This design comes from an exercise in tuning for a short achievable clock period and few clock cycles on the open sky130 flow, not from production work. In this exercise RTL edits were held to simulation tests only and were not proved equivalent to the original. Power figures rest on the tool's default switching activity, not on a simulated workload.

==> run G: inputs <==
==> flow/design.v (excerpt) <==
module core (
    input  logic            clk,
    input  logic            rstN,
    output core_pkg::word_t instrAddr,
    input  core_pkg::word_t instrData,
    output core_pkg::word_t prAddr,
    output core_pkg::word_t prWd,
    output logic            prWe,
    input  core_pkg::word_t prRd
);
clock: 7.5 ns
lec_check: 0
abc_clock_period_in_ps: 2000
cap_margin: 20
core_margin: 2
core_utilization: 30
setup_slack_margin: 5
slew_margin: 20
run.sh (not shown) runs the stock make flow with config.mk's settings and CLKGATE_MAP_FILE= SYNTH_SCRIPT=/design/flow/synth_recipe.tcl, a recipe that flattens the netlist after the stock synthesis.
==> run E: changes against run G <==
--- a/flow/design.v
+++ b/flow/design.v
@@ -95,24 +95,23 @@
             readDataA = readDataA | ({32{readSelA[i]}} & regs[i]);
             readDataB = readDataB | ({32{readSelB[i]}} & regs[i]);
         end
     end
 endmodule
 `timescale 1ns/1ns
 module hazardUnit (
-    input  logic matchA,        
-    input  logic matchB,        
-    input  logic adderUser,     
-    input  logic producerOther, 
-    input  logic isBranch,
-    input  logic producerLoad,  
-    output logic hazard
+    input  core_pkg::regAddr_t rsF,
+    input  core_pkg::regAddr_t rtF,
+    input  logic               usesRsF,
+    input  logic               usesRtF,
+    input  logic               loadD,
+    input  core_pkg::regAddr_t dstD,
+    output logic               hazard
 );
-    assign hazard = (matchA || matchB) &&
-                    ((adderUser && !producerOther) || (producerLoad && !isBranch));
+    assign hazard = loadD && ((usesRsF && rsF == dstD) || (usesRtF && rtF == dstD));
 endmodule
 `timescale 1ns/1ns
 module alu (
     input  core_pkg::word_t a,
     input  core_pkg::word_t b,
     input  core_pkg::word_t p,
     input  core_pkg::word_t g,
@@ -123,15 +122,14 @@
     input  logic            opSum,       
     input  logic            opSub,       
     input  logic            opAnd,
     input  logic            opOr,
     input  logic            opSlt,
     input  logic            opSll,
     output core_pkg::word_t sum,
-    output core_pkg::word_t other,       
     output core_pkg::word_t result
 );
     logic [31:0]     gs [0:5];
     logic [31:0]     ps [0:5];
     logic [31:0]     carry;
     logic            lessThan;
     core_pkg::word_t srcA, srcB;
@@ -149,20 +147,20 @@
                     ps[l][i] = ps[l-1][i];
                 end
             end
         end
     end
     assign carry = {gs[5][30:0], opSub};
     assign sum   = p ^ carry;
-    assign lessThan = (srcA[31] ^ srcB[31]) ? srcA[31] : ~carry[31];
+    assign lessThan = (a[31] ^ b[31]) ? a[31] : ~carry[31];
     assign srcA = fwdA ? fwd : a;
     assign srcB = fwdB ? fwd : b;
-    assign other  = ({32{opAnd}} & (srcA & srcB)) |
-                    ({32{opOr}}  & (srcA | srcB));
-    assign result = ({32{opSum}} & sum) | other |
+    assign result = ({32{opSum}} & sum) |
+                    ({32{opAnd}} & (srcA & srcB)) |
+                    ({32{opOr}}  & (srcA | srcB)) |
                     ({32{opSll}} & (srcB << shamt)) |
                     {31'b0, opSlt & lessThan};
 endmodule
 `timescale 1ns/1ns
 module core (
     input  logic            clk,
     input  logic            rstN,
@@ -179,16 +177,15 @@
     core_pkg::word_t    pcIfNeF, pcIfEqF;
     core_pkg::regAddr_t rsF, rtF, dstF;
     logic               writeF, usesRsF, usesRtF, immSelF, zeroAF;
     logic               isLoadF, isStoreF, isBranchF, isJumpF, isSubuF;
     logic               opAddF, opSubF, opAndF, opOrF, opSltF, opSllF;
     core_pkg::word_t    immF;
     logic [12:0]        lowSumF;
-    logic               sameF, adderUseF, fuseF, producerOther;
-    logic               pfAD, pfBD;    
+    logic               sameF, hazardF, adderUseF, fuseF;
     logic               fwdAF, fwdBF, fwdSF;
     core_pkg::word_t    instrD;
     logic               validD;
     core_pkg::regAddr_t rsD, rtD, dstD;
     core_pkg::regAddr_t rsNext, rtNext;
     logic [31:1]        selAF, selBF, selAD, selBD;
     logic               bypMAF, bypWAF, bypMBF, bypWBF;
@@ -199,36 +196,31 @@
     logic               brD;         
     logic               opAddD, opSubD, opAndD, opOrD, opSltD, opSllD;
     logic               opSumD;
     core_pkg::word_t    immD;
     logic [12:0]        lowSumD;
     logic [18:0]        hiSumD;
     logic               hazardD, fuseD;
-    logic               fwdAD, fwdBD, fwdSD;       
-    logic               fwdALD, fwdBLD, fwdSLD;    
+    logic               fwdAD, fwdBD, fwdSD;
     logic [17:0]        hiD;
     core_pkg::word_t    targetD;
     core_pkg::word_t    rfA, rfB;
     core_pkg::word_t    valM;
     core_pkg::word_t    rsVal, rtVal;
     core_pkg::word_t    aD, bD;
     logic               stall;
     logic               writeE, loadE, storeE, branchE;
     core_pkg::regAddr_t dstE;
     logic               opSumE, opSubE, opAndE, opOrE, opSltE, opSllE;
     logic               fwdAE, fwdBE, fwdSE;
-    logic               fwdALE, fwdBLE, fwdSLE;
     core_pkg::word_t    aE, bE, pE, gE, sdE, targetE;
     core_pkg::word_t    bxD;
     logic [4:0]         shamtE;
-    core_pkg::word_t    sdValE, resE, addrE, othE;
-    core_pkg::word_t    aEff, bxEff;
+    core_pkg::word_t    sdValE, resE, addrE;
     logic               eqE;
-    logic               cmpRegE, cmpAE, cmpBE, cmpALE, cmpBLE;    
-    core_pkg::word_t    xabE, diffE;
     logic               redirectE;
     logic               writeM, loadM, storeM;
     core_pkg::regAddr_t dstM;
     core_pkg::word_t    resM, addrM, sdM;
     logic               writeW;
     core_pkg::regAddr_t dstW;
     core_pkg::word_t    valW;
@@ -256,27 +248,27 @@
         .opOr    (opOrF),
         .opSlt   (opSltF),
         .opSll   (opSllF),
         .imm     (immF)
     );
     assign sameF = rsF == rtF;
     assign lowSumF = {1'b0, pcPlus4F[13:2]} + {1'b0, instrData[11:0]};
+    hazardUnit hazards (
+        .rsF    (rsF),
+        .rtF    (rtF),
+        .usesRsF(usesRsF),
+        .usesRtF(usesRtF),
+        .loadD  (validD && loadD),
+        .dstD   (dstD),
+        .hazard (hazardF)
+    );
     assign fwdAF = validD && writeD && usesRsF && !zeroAF && (rsF == dstD);
     assign fwdBF = validD && writeD && usesRtF && !immSelF && (rtF == dstD);
     assign fwdSF = validD && writeD && isStoreF && (rtF == dstD);
-    assign producerOther = opAndD || opOrD;
-    hazardUnit hazards (
-        .matchA      (fwdAF),
-        .matchB      (fwdBF),
-        .adderUser   (opAddF || opSubF),
-        .producerOther(producerOther),
-        .isBranch    (isBranchF),
-        .producerLoad(loadD),
-        .hazard      (adderUseF)
-    );
+    assign adderUseF = (fwdAF || fwdBF) && (opAddF || opSubF);
     assign fuseF = isBranchF && !sameF && validD && writeD && subuD &&
                    ((rsF == dstD && rtF == '0) || (rtF == dstD && rsF == '0));
     assign rsNext = stall ? instrD[25:21] : rsF;
     assign rtNext = stall ? instrD[20:16] : rtF;
     always_comb begin
         for (int i = 1; i < 32; i++) begin
             selAF[i] = rsNext == 5'(i);
@@ -309,42 +301,27 @@
         if (!rstN) begin
             validD  <= 1'b0;
             hazardD <= 1'b0;
             fuseD   <= 1'b0;
             fwdAD   <= 1'b0;
             fwdBD   <= 1'b0;
             fwdSD   <= 1'b0;
-            fwdALD  <= 1'b0;
-            fwdBLD  <= 1'b0;
-            fwdSLD  <= 1'b0;
-            pfAD    <= 1'b0;
-            pfBD    <= 1'b0;
         end else if (stall) begin
             hazardD <= 1'b0;
             fuseD   <= 1'b0;
             fwdAD   <= 1'b0;
             fwdBD   <= 1'b0;
             fwdSD   <= 1'b0;
-            fwdALD  <= 1'b0;
-            fwdBLD  <= 1'b0;
-            fwdSLD  <= 1'b0;
-            pfAD    <= 1'b0;
-            pfBD    <= 1'b0;
         end else begin
             validD  <= !redirectE;
-            hazardD <= adderUseF;
-            pfAD    <= fwdAF && producerOther && (opAddF || opSubF);
-            pfBD    <= fwdBF && producerOther && (opAddF || opSubF);
+            hazardD <= hazardF || adderUseF;
             fuseD   <= fuseF;
-            fwdAD   <= fwdAF && !loadD;
-            fwdBD   <= fwdBF && !loadD;
-            fwdSD   <= fwdSF && !loadD;
-            fwdALD  <= fwdAF && loadD;
-            fwdBLD  <= fwdBF && loadD;
-            fwdSLD  <= fwdSF && loadD;
+            fwdAD   <= fwdAF;
+            fwdBD   <= fwdBF;
+            fwdSD   <= fwdSF;
         end
     end
     always_ff @(posedge clk) begin
         if (!stall) begin
             instrD  <= instrData;
             dstD    <= dstF;
             writeD  <= writeF;
@@ -388,16 +365,14 @@
     );
     assign valM  = loadM ? prRd : resM;
     assign rsVal = bypMAD ? valM : bypWAD ? valW : rfA;
     assign rtVal = bypMBD ? valM : bypWBD ? valW : rfB;
     assign aD = zeroAD ? '0 : rsVal;
     assign bD = immSelD ? immD : rtVal;
     assign bxD = opSubD ? ~bD : bD;
-    assign aEff  = pfAD ? othE : aD;
-    assign bxEff = pfBD ? (opSubD ? ~othE : othE) : bxD;
     always_ff @(posedge clk or negedge rstN) begin
         if (!rstN) begin
             writeE  <= 1'b0;
             loadE   <= 1'b0;
             storeE  <= 1'b0;
             branchE <= 1'b0;
         end else if (stall) begin
@@ -418,33 +393,24 @@
         opSubE  <= opSubD;
         opAndE  <= opAndD;
         opOrE   <= opOrD;
         opSltE  <= opSltD;
         opSllE  <= opSllD;
         fwdAE   <= fwdAD;
         fwdBE   <= fwdBD;
-        fwdALE  <= fwdALD;
-        fwdBLE  <= fwdBLD;
-        fwdSLE  <= fwdSLD;
-        cmpRegE <= !fwdAD && !fwdBD && !fwdALD && !fwdBLD;
-        cmpAE   <= fwdAD && !fwdBD;
-        cmpBE   <= !fwdAD && fwdBD;
-        cmpALE  <= fwdALD && !fwdBLD;
-        cmpBLE  <= !fwdALD && fwdBLD;
-        xabE    <= aD ^ bD;
         fwdSE   <= fwdSD;
         aE      <= aD;
         bE      <= bD;
-        pE      <= aEff ^ bxEff;
-        gE      <= aEff & bxEff;
+        pE      <= aD ^ bxD;
+        gE      <= aD & bxD;
         sdE     <= rtVal;
         shamtE  <= instrD[10:6];
         targetE <= targetD;
     end
-    assign sdValE = fwdSE ? resM : fwdSLE ? prRd : sdE;
+    assign sdValE = fwdSE ? resM : sdE;
     alu aluUnit (
         .a     (aE),
         .b     (bE),
         .p     (pE),
         .g     (gE),
         .fwd   (resM),
         .fwdA  (fwdAE),
@@ -453,23 +419,18 @@
         .opSum (opSumE),
         .opSub (opSubE),
         .opAnd (opAndE),
         .opOr  (opOrE),
         .opSlt (opSltE),
         .opSll (opSllE),
         .sum   (addrE),
-        .other (othE),
         .result(resE)
     );
-    assign diffE = ({32{cmpRegE}} & xabE) |
-                   ({32{cmpAE}}   & (resM ^ bE)) |
-                   ({32{cmpBE}}   & (aE ^ resM)) |
-                   ({32{cmpALE}}  & (prRd ^ bE)) |
-                   ({32{cmpBLE}}  & (aE ^ prRd));
-    assign eqE   = diffE == '0;
+    assign eqE = fwdAE ? (fwdBE ? 1'b1 : (resM == bE)) :
+                         (fwdBE ? (aE == resM) : (aE == bE));
     assign redirectE = branchE && eqE;
     always_ff @(posedge clk or negedge rstN) begin
         if (!rstN) begin
             writeM <= 1'b0;
             loadM  <= 1'b0;
             storeM <= 1'b0;
         end else begin
==> run B: changes against run G <==
--- a/flow/design.v
+++ b/flow/design.v
@@ -5,14 +5,15 @@
 `timescale 1ns/1ns
 module decoder (
     input  core_pkg::word_t    instr,
     output logic               write,       
     output core_pkg::regAddr_t dst,
     output logic               usesRs,
     output logic               usesRt,
+    output logic               adderUser,   
     output logic               immSel,      
     output logic               zeroA,       
     output logic               isLoad,
     output logic               isStore,
     output logic               isBranch,
     output logic               isJump,
     output logic               isSubu,
@@ -48,16 +49,17 @@
     assign isJump   = (op == 6'h02);
     assign isSubu   = rSubu;
     assign dstIsRd  = rAddu | rSubu | rAnd | rOr | rSlt | rSll;
     assign regWrite = dstIsRd | isOri | isLui | isLoad;
     assign dst      = dstIsRd ? instr[15:11] : instr[20:16];
     assign write    = (dstIsRd && instr[15:11] != '0) ||
                       ((isOri || isLui || isLoad) && instr[20:16] != '0);
-    assign usesRs   = rAddu | rSubu | rAnd | rOr | rSlt | isOri | isLoad | isStore | isBranch;
-    assign usesRt   = rAddu | rSubu | rAnd | rOr | rSlt | rSll | isStore | isBranch;
+    assign usesRs   = isR | isOri | isLoad | isStore | isBranch;
+    assign usesRt   = isR | isStore | isBranch;
+    assign adderUser = (isR && instr[5] && !instr[2]) || isLoad || isStore;
     assign immSel   = isOri | isLui | isLoad | isStore;
     assign zeroA    = isLui;
     assign opAdd = rAddu | isLoad | isStore;
     assign opSub = rSubu | rSlt;
     assign opAnd = rAnd;
     assign opOr  = rOr | isOri | isLui;
     assign opSlt = rSlt;
@@ -99,16 +101,16 @@
 endmodule
 `timescale 1ns/1ns
 module hazardUnit (
     input  logic matchA,        
     input  logic matchB,        
     input  logic adderUser,     
     input  logic producerOther, 
-    input  logic isBranch,
     input  logic producerLoad,  
+    input  logic isBranch,
     output logic hazard
 );
     assign hazard = (matchA || matchB) &&
                     ((adderUser && !producerOther) || (producerLoad && !isBranch));
 endmodule
 `timescale 1ns/1ns
 module alu (
@@ -126,45 +128,62 @@
     input  logic            opOr,
     input  logic            opSlt,
     input  logic            opSll,
     output core_pkg::word_t sum,
     output core_pkg::word_t other,       
     output core_pkg::word_t result
 );
-    logic [31:0]     gs [0:5];
-    logic [31:0]     ps [0:5];
     logic [31:0]     carry;
     logic            lessThan;
     core_pkg::word_t srcA, srcB;
+    ksAdder #(.W(32), .L(5)) adder (
+        .p    (p),
+        .g    (g),
+        .cin  (opSub),
+        .carry(carry),
+        .sum  (sum)
+    );
+    assign lessThan = (srcA[31] ^ srcB[31]) ? srcA[31] : ~carry[31];
+    assign srcA = fwdA ? fwd : a;
+    assign srcB = fwdB ? fwd : b;
+    assign other  = ({32{opAnd}} & (srcA & srcB)) |
+                    ({32{opOr}}  & (srcA | srcB));
+    assign result = ({32{opSum}} & sum) | other |
+                    ({32{opSll}} & (srcB << shamt)) |
+                    {31'b0, opSlt & lessThan};
+endmodule
+module ksAdder #(
+    parameter int W = 32,
+    parameter int L = 5          
+) (
+    input  logic [W-1:0] p,
+    input  logic [W-1:0] g,
+    input  logic         cin,
+    output logic [W-1:0] carry,
+    output logic [W-1:0] sum
+);
+    logic [W-1:0] gs [0:L];
+    logic [W-1:0] ps [0:L];
     always_comb begin
         gs[0] = g;
         ps[0] = p;
-        gs[0][0] = g[0] | (p[0] & opSub);
-        for (int l = 1; l < 6; l++) begin
-            for (int i = 0; i < 32; i++) begin
+        for (int l = 1; l <= L; l++) begin
+            for (int i = 0; i < W; i++) begin
                 if (i >= (1 << (l - 1))) begin
                     gs[l][i] = gs[l-1][i] | (ps[l-1][i] & gs[l-1][i - (1 << (l - 1))]);
                     ps[l][i] = ps[l-1][i] & ps[l-1][i - (1 << (l - 1))];
                 end else begin
                     gs[l][i] = gs[l-1][i];
                     ps[l][i] = ps[l-1][i];
                 end
             end
         end
     end
-    assign carry = {gs[5][30:0], opSub};
+    assign carry = {gs[L][W-2:0] | (ps[L][W-2:0] & {(W-1){cin}}), cin};
     assign sum   = p ^ carry;
-    assign lessThan = (srcA[31] ^ srcB[31]) ? srcA[31] : ~carry[31];
-    assign srcA = fwdA ? fwd : a;
-    assign srcB = fwdB ? fwd : b;
-    assign other  = ({32{opAnd}} & (srcA & srcB)) |
-                    ({32{opOr}}  & (srcA | srcB));
-    assign result = ({32{opSum}} & sum) | other |
-                    ({32{opSll}} & (srcB << shamt)) |
-                    {31'b0, opSlt & lessThan};
 endmodule
 `timescale 1ns/1ns
 module core (
     input  logic            clk,
     input  logic            rstN,
     output core_pkg::word_t instrAddr,
     input  core_pkg::word_t instrData,
@@ -174,19 +193,19 @@
     input  core_pkg::word_t prRd
 );
     core_pkg::word_t    pcF;
     core_pkg::word_t    pcQ;         
     core_pkg::word_t    pcPlus4F;
     core_pkg::word_t    pcIfNeF, pcIfEqF;
     core_pkg::regAddr_t rsF, rtF, dstF;
-    logic               writeF, usesRsF, usesRtF, immSelF, zeroAF;
+    logic               writeF, usesRsF, usesRtF, adderUserF, immSelF, zeroAF;
     logic               isLoadF, isStoreF, isBranchF, isJumpF, isSubuF;
     logic               opAddF, opSubF, opAndF, opOrF, opSltF, opSllF;
     core_pkg::word_t    immF;
-    logic [12:0]        lowSumF;
+    logic [12:0]        lowSumF, lowCarryF;
     logic               sameF, adderUseF, fuseF, producerOther;
     logic               pfAD, pfBD;    
     logic               fwdAF, fwdBF, fwdSF;
     core_pkg::word_t    instrD;
     logic               validD;
     core_pkg::regAddr_t rsD, rtD, dstD;
     core_pkg::regAddr_t rsNext, rtNext;
@@ -197,39 +216,42 @@
     logic               loadD, storeD, jumpD, subuD;
     logic               goD;         
     logic               brD;         
     logic               opAddD, opSubD, opAndD, opOrD, opSltD, opSllD;
     logic               opSumD;
     core_pkg::word_t    immD;
     logic [12:0]        lowSumD;
-    logic [18:0]        hiSumD;
+    logic [17:0]        hiOffD, hiCarryD;
     logic               hazardD, fuseD;
+    logic               lateF, lateD, lateAD;    
     logic               fwdAD, fwdBD, fwdSD;       
-    logic               fwdALD, fwdBLD, fwdSLD;    
+    logic               fwdSLD;                    
     logic [17:0]        hiD;
     core_pkg::word_t    targetD;
     core_pkg::word_t    rfA, rfB;
     core_pkg::word_t    valM;
     core_pkg::word_t    rsVal, rtVal;
     core_pkg::word_t    aD, bD;
     logic               stall;
-    logic               writeE, loadE, storeE, branchE;
+    logic               writeE, loadE, storeE, branchE, lateE, lateAE;
     core_pkg::regAddr_t dstE;
     logic               opSumE, opSubE, opAndE, opOrE, opSltE, opSllE;
     logic               fwdAE, fwdBE, fwdSE;
-    logic               fwdALE, fwdBLE, fwdSLE;
+    logic               fwdSLE;
     core_pkg::word_t    aE, bE, pE, gE, sdE, targetE;
     core_pkg::word_t    bxD;
     logic [4:0]         shamtE;
     core_pkg::word_t    sdValE, resE, addrE, othE;
     core_pkg::word_t    aEff, bxEff;
     logic               eqE;
-    logic               cmpRegE, cmpAE, cmpBE, cmpALE, cmpBLE;    
+    logic               cmpRegE, cmpAE, cmpBE;    
     core_pkg::word_t    xabE, diffE;
     logic               redirectE;
+    logic               lateM, redirectM;
+    core_pkg::word_t    diffLM, targetM;
     logic               writeM, loadM, storeM;
     core_pkg::regAddr_t dstM;
     core_pkg::word_t    resM, addrM, sdM;
     logic               writeW;
     core_pkg::regAddr_t dstW;
     core_pkg::word_t    valW;
     assign pcF       = pcQ ^ 32'h0000_3000;
@@ -239,14 +261,15 @@
     assign rtF = instrData[20:16];
     decoder predecode (
         .instr   (instrData),
         .write   (writeF),
         .dst     (dstF),
         .usesRs  (usesRsF),
         .usesRt  (usesRtF),
+        .adderUser(adderUserF),
         .immSel  (immSelF),
         .zeroA   (zeroAF),
         .isLoad  (isLoadF),
         .isStore (isStoreF),
         .isBranch(isBranchF),
         .isJump  (isJumpF),
         .isSubu  (isSubuF),
@@ -255,28 +278,35 @@
         .opAnd   (opAndF),
         .opOr    (opOrF),
         .opSlt   (opSltF),
         .opSll   (opSllF),
         .imm     (immF)
     );
     assign sameF = rsF == rtF;
-    assign lowSumF = {1'b0, pcPlus4F[13:2]} + {1'b0, instrData[11:0]};
+    ksAdder #(.W(13), .L(4)) lowAdder (
+        .p    ({1'b0, pcPlus4F[13:2] ^ instrData[11:0]}),
+        .g    ({1'b0, pcPlus4F[13:2] & instrData[11:0]}),
+        .cin  (1'b0),
+        .carry(lowCarryF),
+        .sum  (lowSumF)
+    );
     assign fwdAF = validD && writeD && usesRsF && !zeroAF && (rsF == dstD);
     assign fwdBF = validD && writeD && usesRtF && !immSelF && (rtF == dstD);
     assign fwdSF = validD && writeD && isStoreF && (rtF == dstD);
     assign producerOther = opAndD || opOrD;
     hazardUnit hazards (
         .matchA      (fwdAF),
         .matchB      (fwdBF),
-        .adderUser   (opAddF || opSubF),
+        .adderUser   (adderUserF),
         .producerOther(producerOther),
-        .isBranch    (isBranchF),
         .producerLoad(loadD),
+        .isBranch    (isBranchF),
         .hazard      (adderUseF)
     );
+    assign lateF = isBranchF && !sameF && validD && loadD && (fwdAF || fwdBF);
     assign fuseF = isBranchF && !sameF && validD && writeD && subuD &&
                    ((rsF == dstD && rtF == '0) || (rtF == dstD && rsF == '0));
     assign rsNext = stall ? instrD[25:21] : rsF;
     assign rtNext = stall ? instrD[20:16] : rtF;
     always_comb begin
         for (int i = 1; i < 32; i++) begin
             selAF[i] = rsNext == 5'(i);
@@ -298,52 +328,57 @@
     assign pcIfNeF = stall ? pcF : ((validD && goD) ? targetD : pcPlus4F);
     assign pcIfEqF = branchE ? targetE :
                      (validD && fuseD && !stall) ? targetD : pcIfNeF;
     always_ff @(posedge clk or negedge rstN) begin
         if (!rstN) begin
             pcQ <= '0;
         end else begin
-            pcQ <= (eqE ? pcIfEqF : pcIfNeF) ^ 32'h0000_3000;
+            pcQ <= (redirectM ? targetM : (eqE ? pcIfEqF : pcIfNeF)) ^ 32'h0000_3000;
+        end
+    end
+    always_ff @(posedge clk or negedge rstN) begin
+        if (!rstN) begin
+            validD <= 1'b0;
+        end else if (redirectM) begin
+            validD <= 1'b0;
+        end else if (!stall) begin
+            validD <= !redirectE;
         end
     end
     always_ff @(posedge clk or negedge rstN) begin
         if (!rstN) begin
-            validD  <= 1'b0;
             hazardD <= 1'b0;
+            lateD   <= 1'b0;
             fuseD   <= 1'b0;
             fwdAD   <= 1'b0;
             fwdBD   <= 1'b0;
             fwdSD   <= 1'b0;
-            fwdALD  <= 1'b0;
-            fwdBLD  <= 1'b0;
             fwdSLD  <= 1'b0;
             pfAD    <= 1'b0;
             pfBD    <= 1'b0;
         end else if (stall) begin
             hazardD <= 1'b0;
+            lateD   <= 1'b0;
             fuseD   <= 1'b0;
             fwdAD   <= 1'b0;
             fwdBD   <= 1'b0;
             fwdSD   <= 1'b0;
-            fwdALD  <= 1'b0;
-            fwdBLD  <= 1'b0;
             fwdSLD  <= 1'b0;
             pfAD    <= 1'b0;
             pfBD    <= 1'b0;
         end else begin
-            validD  <= !redirectE;
             hazardD <= adderUseF;
-            pfAD    <= fwdAF && producerOther && (opAddF || opSubF);
-            pfBD    <= fwdBF && producerOther && (opAddF || opSubF);
+            lateD   <= lateF;
+            lateAD  <= fwdAF;
+            pfAD    <= fwdAF && producerOther && adderUserF;
+            pfBD    <= fwdBF && producerOther && adderUserF;
             fuseD   <= fuseF;
             fwdAD   <= fwdAF && !loadD;
             fwdBD   <= fwdBF && !loadD;
             fwdSD   <= fwdSF && !loadD;
-            fwdALD  <= fwdAF && loadD;
-            fwdBLD  <= fwdBF && loadD;
             fwdSLD  <= fwdSF && loadD;
         end
     end
     always_ff @(posedge clk) begin
         if (!stall) begin
             instrD  <= instrData;
             dstD    <= dstF;
@@ -366,16 +401,22 @@
             opSllD  <= opSllF;
             immD    <= immF;
             lowSumD <= lowSumF;
         end
     end
     assign rsD = instrD[25:21];
     assign rtD = instrD[20:16];
-    assign hiSumD  = {pcF[31:14], 1'b1} + {{14{instrD[15]}}, instrD[15:12], lowSumD[12]};
-    assign hiD     = hiSumD[18:1];
+    assign hiOffD = {{14{instrD[15]}}, instrD[15:12]};
+    ksAdder #(.W(18), .L(5)) hiAdder (
+        .p    (pcF[31:14] ^ hiOffD),
+        .g    (pcF[31:14] & hiOffD),
+        .cin  (lowSumD[12]),
+        .carry(hiCarryD),
+        .sum  (hiD)
+    );
     assign targetD = jumpD ? {pcF[31:28], instrD[25:0], 2'b00} :
                              {hiD, lowSumD[11:0], 2'b00};
     assign stall  = validD && hazardD;
     regFile regs (
         .clk      (clk),
         .rstN     (rstN),
         .readSelA (selAD),
@@ -396,44 +437,44 @@
     assign bxEff = pfBD ? (opSubD ? ~othE : othE) : bxD;
     always_ff @(posedge clk or negedge rstN) begin
         if (!rstN) begin
             writeE  <= 1'b0;
             loadE   <= 1'b0;
             storeE  <= 1'b0;
             branchE <= 1'b0;
-        end else if (stall) begin
+            lateE   <= 1'b0;
+        end else if (stall || redirectM) begin
             writeE  <= 1'b0;
             loadE   <= 1'b0;
             storeE  <= 1'b0;
             branchE <= 1'b0;
+            lateE   <= 1'b0;
         end else begin
             writeE  <= validD && writeD;
             loadE   <= validD && loadD;
             storeE  <= validD && storeD;
-            branchE <= validD && brD && !fuseD;
+            branchE <= validD && brD && !fuseD && !lateD;
+            lateE   <= validD && brD && lateD;
         end
     end
     always_ff @(posedge clk) begin
         dstE    <= dstD;
         opSumE  <= opSumD;
         opSubE  <= opSubD;
         opAndE  <= opAndD;
         opOrE   <= opOrD;
         opSltE  <= opSltD;
         opSllE  <= opSllD;
         fwdAE   <= fwdAD;
         fwdBE   <= fwdBD;
-        fwdALE  <= fwdALD;
-        fwdBLE  <= fwdBLD;
         fwdSLE  <= fwdSLD;
-        cmpRegE <= !fwdAD && !fwdBD && !fwdALD && !fwdBLD;
+        lateAE  <= lateAD;
+        cmpRegE <= !fwdAD && !fwdBD;
         cmpAE   <= fwdAD && !fwdBD;
         cmpBE   <= !fwdAD && fwdBD;
-        cmpALE  <= fwdALD && !fwdBLD;
-        cmpBLE  <= !fwdALD && fwdBLD;
         xabE    <= aD ^ bD;
         fwdSE   <= fwdSD;
         aE      <= aD;
         bE      <= bD;
         pE      <= aEff ^ bxEff;
         gE      <= aEff & bxEff;
         sdE     <= rtVal;
@@ -458,36 +499,39 @@
         .opSll (opSllE),
         .sum   (addrE),
         .other (othE),
         .result(resE)
     );
     assign diffE = ({32{cmpRegE}} & xabE) |
                    ({32{cmpAE}}   & (resM ^ bE)) |
-                   ({32{cmpBE}}   & (aE ^ resM)) |
-                   ({32{cmpALE}}  & (prRd ^ bE)) |
-                   ({32{cmpBLE}}  & (aE ^ prRd));
+                   ({32{cmpBE}}   & (aE ^ resM));
     assign eqE   = diffE == '0;
     assign redirectE = branchE && eqE;
     always_ff @(posedge clk or negedge rstN) begin
         if (!rstN) begin
             writeM <= 1'b0;
             loadM  <= 1'b0;
             storeM <= 1'b0;
+            lateM  <= 1'b0;
         end else begin
             writeM <= writeE;
             loadM  <= loadE;
             storeM <= storeE;
+            lateM  <= lateE;
         end
     end
     always_ff @(posedge clk) begin
         dstM  <= dstE;
         resM  <= resE;
         addrM <= addrE;
+        diffLM  <= prRd ^ (lateAE ? bE : aE);
+        targetM <= targetE;
         sdM   <= sdValE;
     end
+    assign redirectM = lateM && (diffLM == '0);
     assign prAddr = addrM;
     assign prWd   = sdM;
     assign prWe   = storeM;
     always_ff @(posedge clk or negedge rstN) begin
         if (!rstN) begin
             writeW <= 1'b0;
         end else begin
==> notes <==
- The highest power belongs to run B, the lowest to run G.
- Global-route usage, highest first: run G, run B, run E.
- Between run E and run B, the lower wire length is in run E (gap 9.0%, measured against run B).
- Of run G and run E, run G has the higher sequential cell count (gap 43).
==> figures <==
metric                                              run B       run G       run E
Met2 routed wirelength                         152,000 um  151,000 um  140,000 um
Total die area                                 0.263 mm^2  0.258 mm^2  0.248 mm^2
Number of register bits inferred by synthesis       1,647       1,584       1,541
Floorplan core area                            0.257 mm^2  0.253 mm^2  0.243 mm^2
Total stage count of the critical path                 11          11          14
Number of global-route vias before repair          67,100      66,400      62,900
Result of the run                timing/DRC/antenna clean  timing/DRC/antenna clean  timing/DRC/antenna clean
Vias post-DR                                       71,800      71,500      66,000
Syn Area/Cell                                   11.6 um^2   11.3 um^2   11.7 um^2
ANT cells                                              23          41          10
Testbench counts of run G, summed over its fixed seeds: cycles 47,833.
Testbench counts of run E, summed over its fixed seeds: cycles 48,968.
Testbench counts of run B, summed over its fixed seeds: cycles 47,867.

-- re-timing with driven ports --
Ports are ideal in the flow. The routed layouts listed here were re-timed in OpenROAD.
Step 1: set_driving_cell puts a clkbuf_16 on clk and a buf_2 on each other input, an assumption about the parent block.
Step 2 moves the port delays by t, midway between the first and last clock arrival at a register: inputs arrive t later, outputs are due t later. That takes back most of the time a late clock gives input paths.
Three values: ideal ports, drivers, drivers and shift; two values: the first two.
run	t, ns	setup WS [ns]	hold WS [ns]	worst register clock-pin slew, ns	worst slew at a driven data input, ns
run G	0.939	4.341 / 4.341 / 3.436	0.340 / 0.340 / 0.340	0.08 / 0.08	0.17
run E	0.914	4.344 / 4.344 / 3.808	0.333 / 0.333 / 0.333	0.07 / 0.07	0.13
run B	0.927	4.418 / 4.418 / 3.703	0.344 / 0.344 / 0.344	0.07 / 0.07	0.19
After both steps every run listed still meets setup and hold. The setup slack of run G, which loses most, moves by 0.000 ns with the drivers and by -0.905 ns with both steps.
